Source: an optimization exercise on an open RTL-to-GDS flow (aim: small area and a short achievable clock period). Production flows keep margins and buffers that such runs may drop. Power and IR drop assume default switching activity.

==> inputs of 07-19 <==
// fp_mul_pipe
module fp_mul_pipe (
  input  logic        clk,
  input  logic        rst_n,
  input  logic        in_valid,
  input  logic [3:0]  r_mode,
  input  logic [31:0] fp_X,
  input  logic [31:0] fp_Y,
  output logic        out_valid,
  output logic [31:0] fp_Z,
  output logic        ovrf,
  output logic        udrf
);
export LEC_CHECK = 0
export CAP_MARGIN = 20
export CORE_MARGIN = 2
export CORE_UTILIZATION = 40
export CTS_BUF_LIST = sky130_fd_sc_hd__clkbuf_8
export CTS_CLUSTER_SIZE = 30
export SETUP_SLACK_MARGIN = 5.0
export SLEW_MARGIN = 20
create_clock -name core_clock -period 8.5 [get_ports {clk}]
run.sh (not shown) runs the stock make flow with config.mk's settings and CLKGATE_MAP_FILE= SYNTH_SCRIPT=/design/flow/synth_recipe.tcl, a recipe that flattens the netlist after the stock synthesis.
==> inputs of 06-12, as changes to 07-19 <==
--- a/flow/design.v
+++ b/flow/design.v
@@ -17,18 +17,30 @@
   localparam logic [1:0] CL_NUM = 2'd0;
   localparam logic [1:0] CL_ZER = 2'd1;
   localparam logic [1:0] CL_INF = 2'd2;
   localparam logic [1:0] CL_NAN = 2'd3;
   logic [3:0] vld_q;
   logic        s0_d;
   logic [1:0]  rt0_d;
-  logic        xfz0_d, yfz0_d;
+  function automatic logic [4:0] tz24(input logic [22:0] f);
+    logic [22:0] o;
+    logic [4:0]  t;
+    o = f;
+    for (int d = 1; d < 23; d = d * 2)
+      for (int i = 22; i >= 0; i--)
+        if ((i / d) % 2 == 1) o[i] = o[i] | o[(i / d) * d - 1];
+    t = o[22] ? 5'd0 : 5'd23;
+    for (int i = 0; i < 23; i++)
+      if (f[i] && (i == 0 || !o[i-1])) t = t | 5'(i);
+    tz24 = t;
+  endfunction
+  logic [4:0]  tx0_d, ty0_d;
   always_comb begin
-    xfz0_d = (fp_X[22:0] == 23'd0);
-    yfz0_d = (fp_Y[22:0] == 23'd0);
+    tx0_d = tz24(fp_X[22:0]);
+    ty0_d = tz24(fp_Y[22:0]);
     s0_d = fp_X[31] ^ fp_Y[31];
     case (r_mode)
       4'd1:    rt0_d = RT_TRN;
       4'd2:    rt0_d = s0_d ? RT_UPX : RT_TRN;
       4'd3:    rt0_d = s0_d ? RT_TRN : RT_UPX;
       4'd4:    rt0_d = RT_RMM;
       default: rt0_d = RT_RNE;
@@ -42,15 +54,16 @@
       y1 = fp_Y[2*i];
       y0 = (i == 0) ? 1'b0 : fp_Y[2*i-1];
       b_one0_d[i] = y1 ^ y0;
       b_two0_d[i] = (y2 & ~y1 & ~y0) | (~y2 & y1 & y0);
       b_neg0_d[i] = y2;
     end
   end
-  logic        s0_q, xfz0_q, yfz0_q;
+  logic        s0_q;
+  logic [4:0]  tx0_q, ty0_q;
   logic [1:0]  rt0_q;
   logic [7:0]  ex0_q, ey0_q;
   logic [22:0] fx0_q;
   logic [11:0] b_one0_q, b_two0_q, b_neg0_q;
   wire pp0_0 = ((b_one0_q[0] & fx0_q[0])) ^ b_neg0_q[0];
   wire pp0_1 = ((b_one0_q[0] & fx0_q[1]) | (b_two0_q[0] & fx0_q[0])) ^ b_neg0_q[0];
   wire pp0_2 = ((b_one0_q[0] & fx0_q[2]) | (b_two0_q[0] & fx0_q[1])) ^ b_neg0_q[0];
@@ -1306,45 +1319,33 @@
   assign r1b_q[42] = r1b_r[29];
   assign r1b_q[43] = r1b_r[30];
   assign r1b_q[44] = r1b_r[31];
   assign r1b_q[45] = r1b_r[32];
   assign r1b_q[46] = r1b_r[33];
   assign r1b_q[47] = r1b_r[34];
   assign cin1_q[0] = cin1_r[0];
-  logic [22:0] fy1;
-  logic [22:0] ox, oy;
-  logic        st0_1_d, st1_1_d, xz, yz, xe, ye;
+  logic        st0_1_d, st1_1_d, xz, yz, xe, ye, xfz, yfz;
   logic [1:0]  cl1_d;
   logic [9:0]  e1_d;
+  logic [5:0]  tsum;
   always_comb begin
     xz   = (ex0_q == 8'h00);
     yz   = (ey0_q == 8'h00);
     xe   = (ex0_q == 8'hFF);
     ye   = (ey0_q == 8'hFF);
+    xfz  = (tx0_q == 5'd23);
+    yfz  = (ty0_q == 5'd23);
     e1_d = {2'b00, ex0_q} + {2'b00, ey0_q} - 10'd127;
-    for (int i = 0; i < 12; i++) begin
-      if (2*i+1 <= 22) fy1[2*i+1] = b_neg0_q[i];
-      fy1[2*i] = b_one0_q[i] ^ ((i == 0) ? 1'b0 : b_neg0_q[i-1]);
-    end
-    if ((xe && !xfz0_q) || (ye && !yfz0_q) || (xe && yz) || (ye && xz)) cl1_d = CL_NAN;
+    if ((xe && !xfz) || (ye && !yfz) || (xe && yz) || (ye && xz)) cl1_d = CL_NAN;
     else if (xe || ye)                                           cl1_d = CL_INF;
     else if (xz || yz)                                           cl1_d = CL_ZER;
     else                                                         cl1_d = CL_NUM;
-    ox = fx0_q;
-    oy = fy1;
-    for (int d = 1; d < 23; d = d * 2)
-      for (int i = 22; i >= 0; i--)
-        if ((i / d) % 2 == 1) begin
-          ox[i] = ox[i] | ox[(i / d) * d - 1];
-          oy[i] = oy[i] | oy[(i / d) * d - 1];
-        end
-    st1_1_d = 1'b0;   
-    st0_1_d = 1'b0;   
-    for (int a = 0; a <= 22; a++) st1_1_d = st1_1_d | (ox[a] & oy[22-a]);
-    for (int a = 0; a <= 21; a++) st0_1_d = st0_1_d | (ox[a] & oy[21-a]);
+    tsum    = {1'b0, tx0_q} + {1'b0, ty0_q};
+    st1_1_d = (tsum <= 6'd22);   
+    st0_1_d = (tsum <= 6'd21);   
   end
   logic        s1_q, st0_1_q, st1_1_q;
   logic [1:0]  cl1_q, rt1_q;
   logic [9:0]  e1_q;
   wire ag13 = r1a_q[13] & r1b_q[13];
   wire ap13 = r1a_q[13] ^ r1b_q[13];
   wire ag14 = r1a_q[14] & r1b_q[14];
@@ -1612,16 +1613,16 @@
   always_ff @(posedge clk or negedge rst_n) begin
     if (!rst_n) vld_q <= '0;
     else        vld_q <= {vld_q[2:0], in_valid};
   end
   always_ff @(posedge clk) begin
     s0_q     <= s0_d;
     rt0_q    <= rt0_d;
-    xfz0_q   <= xfz0_d;
-    yfz0_q   <= yfz0_d;
+    tx0_q    <= tx0_d;
+    ty0_q    <= ty0_d;
     ex0_q    <= fp_X[30:23];
     ey0_q    <= fp_Y[30:23];
     fx0_q    <= fp_X[22:0];
     b_one0_q <= b_one0_d;
     b_two0_q <= b_two0_d;
     b_neg0_q <= b_neg0_d;
     s1_q     <= s0_q;
==> summary of the runs <==
- 06-12 produced a clean layout. 07-19 finished with timing, DRC and antenna clean.
- Between 07-19 and 06-12, the lower non-clock buffer count is in 07-19 (gap 1).
- Setup slack: 06-12 is higher than 07-19 (0.064 ns).
- Sequential cell count: 07-19 is lower than 06-12 (8).
- Between 06-12 and 07-19, the lower routed wire length is in 06-12 (gap about 0.45%, measured against 07-19).
- Of 07-19 and 06-12, 06-12 has the higher utilization (gap 0.73 points).
- In 06-12 the final area is larger than in 07-19, by about 1.7%.
- Of 07-19 and 06-12, 06-12 has the higher synthesized area (gap about 0.33%, measured against 06-12).
==> figures <==
| quantity | 06-12 | 07-19 |
|---|---|---|
| Fraction of area in registers | 20.2% | 20.0% |
| Final routed wire length divided by cell count | 21.4 um | 21.7 um |
| Final worst path period share | 41.2% | 42.0% |
| Clk sinks | 253 | 245 |
| Bufs and invs on worst path | 3 | 1 |
| Status | finished clean | finished clean |
| Met2 routed wirelength | 29.6 mm | 28.6 mm |
| Proportion of cell area occupied by multi-input gates | 58.6% | 59.3% |
| Fraction of final layout cells sized beyond drive strength 1 | 14.8% | 13.7% |
| Count of cell types in the netlist | 70 | 74 |
| Sequential fraction of design power | 20.6% | 21.1% |
| Met3 usage | 4.77% | 5.07% |
| Crit. path cell count | 10 | 11 |
| Ratio of routed vias to standard cells | 5.59 | 5.63 |
| Worst endpoint required time | 9.01 ns | 8.89 ns |
| Die Height | 233 um | 232 um |
No functional check of the RTL was part of any run of this note.

[re-timing with driven ports]
No port has a modelled driver above. Below, the same layouts with a new extraction and two added sets of constraints. Step 1 (the two cells are an assumption about what drives the block):
set clk [get_ports {clk}]
set_driving_cell -lib_cell sky130_fd_sc_hd__clkbuf_16 $clk
set_driving_cell -lib_cell sky130_fd_sc_hd__buf_2 [delete_from_list [all_inputs] $clk]
Step 2, shift: input delay + t, output delay - t, t = (earliest + latest rising clock arrival at the registers) / 2. This alone moves slack from input paths to output paths. a / b / c = ideal / step 1 / step 2; a / b = the first two.
| run | t, ns | slack for setup (ns) | worst setup path after step 2 | latest minus earliest clock arrival (ns) | worst data-port slew with drivers (ns) |
|---|---|---|---|---|---|
| 07-19 | 0.662 | 4.932 / 4.932 / 4.797 | input to register | 0.046 / 0.046 | 0.04 |
| 06-12 | 0.678 | 4.996 / 4.996 / 4.442 | input to register | 0.036 / 0.037 | 0.05 |
After both steps setup and hold are still met in every run listed. For 06-12, which loses most, drivers alone change the setup slack by 0.000 ns; drivers and shift together by -0.554 ns.
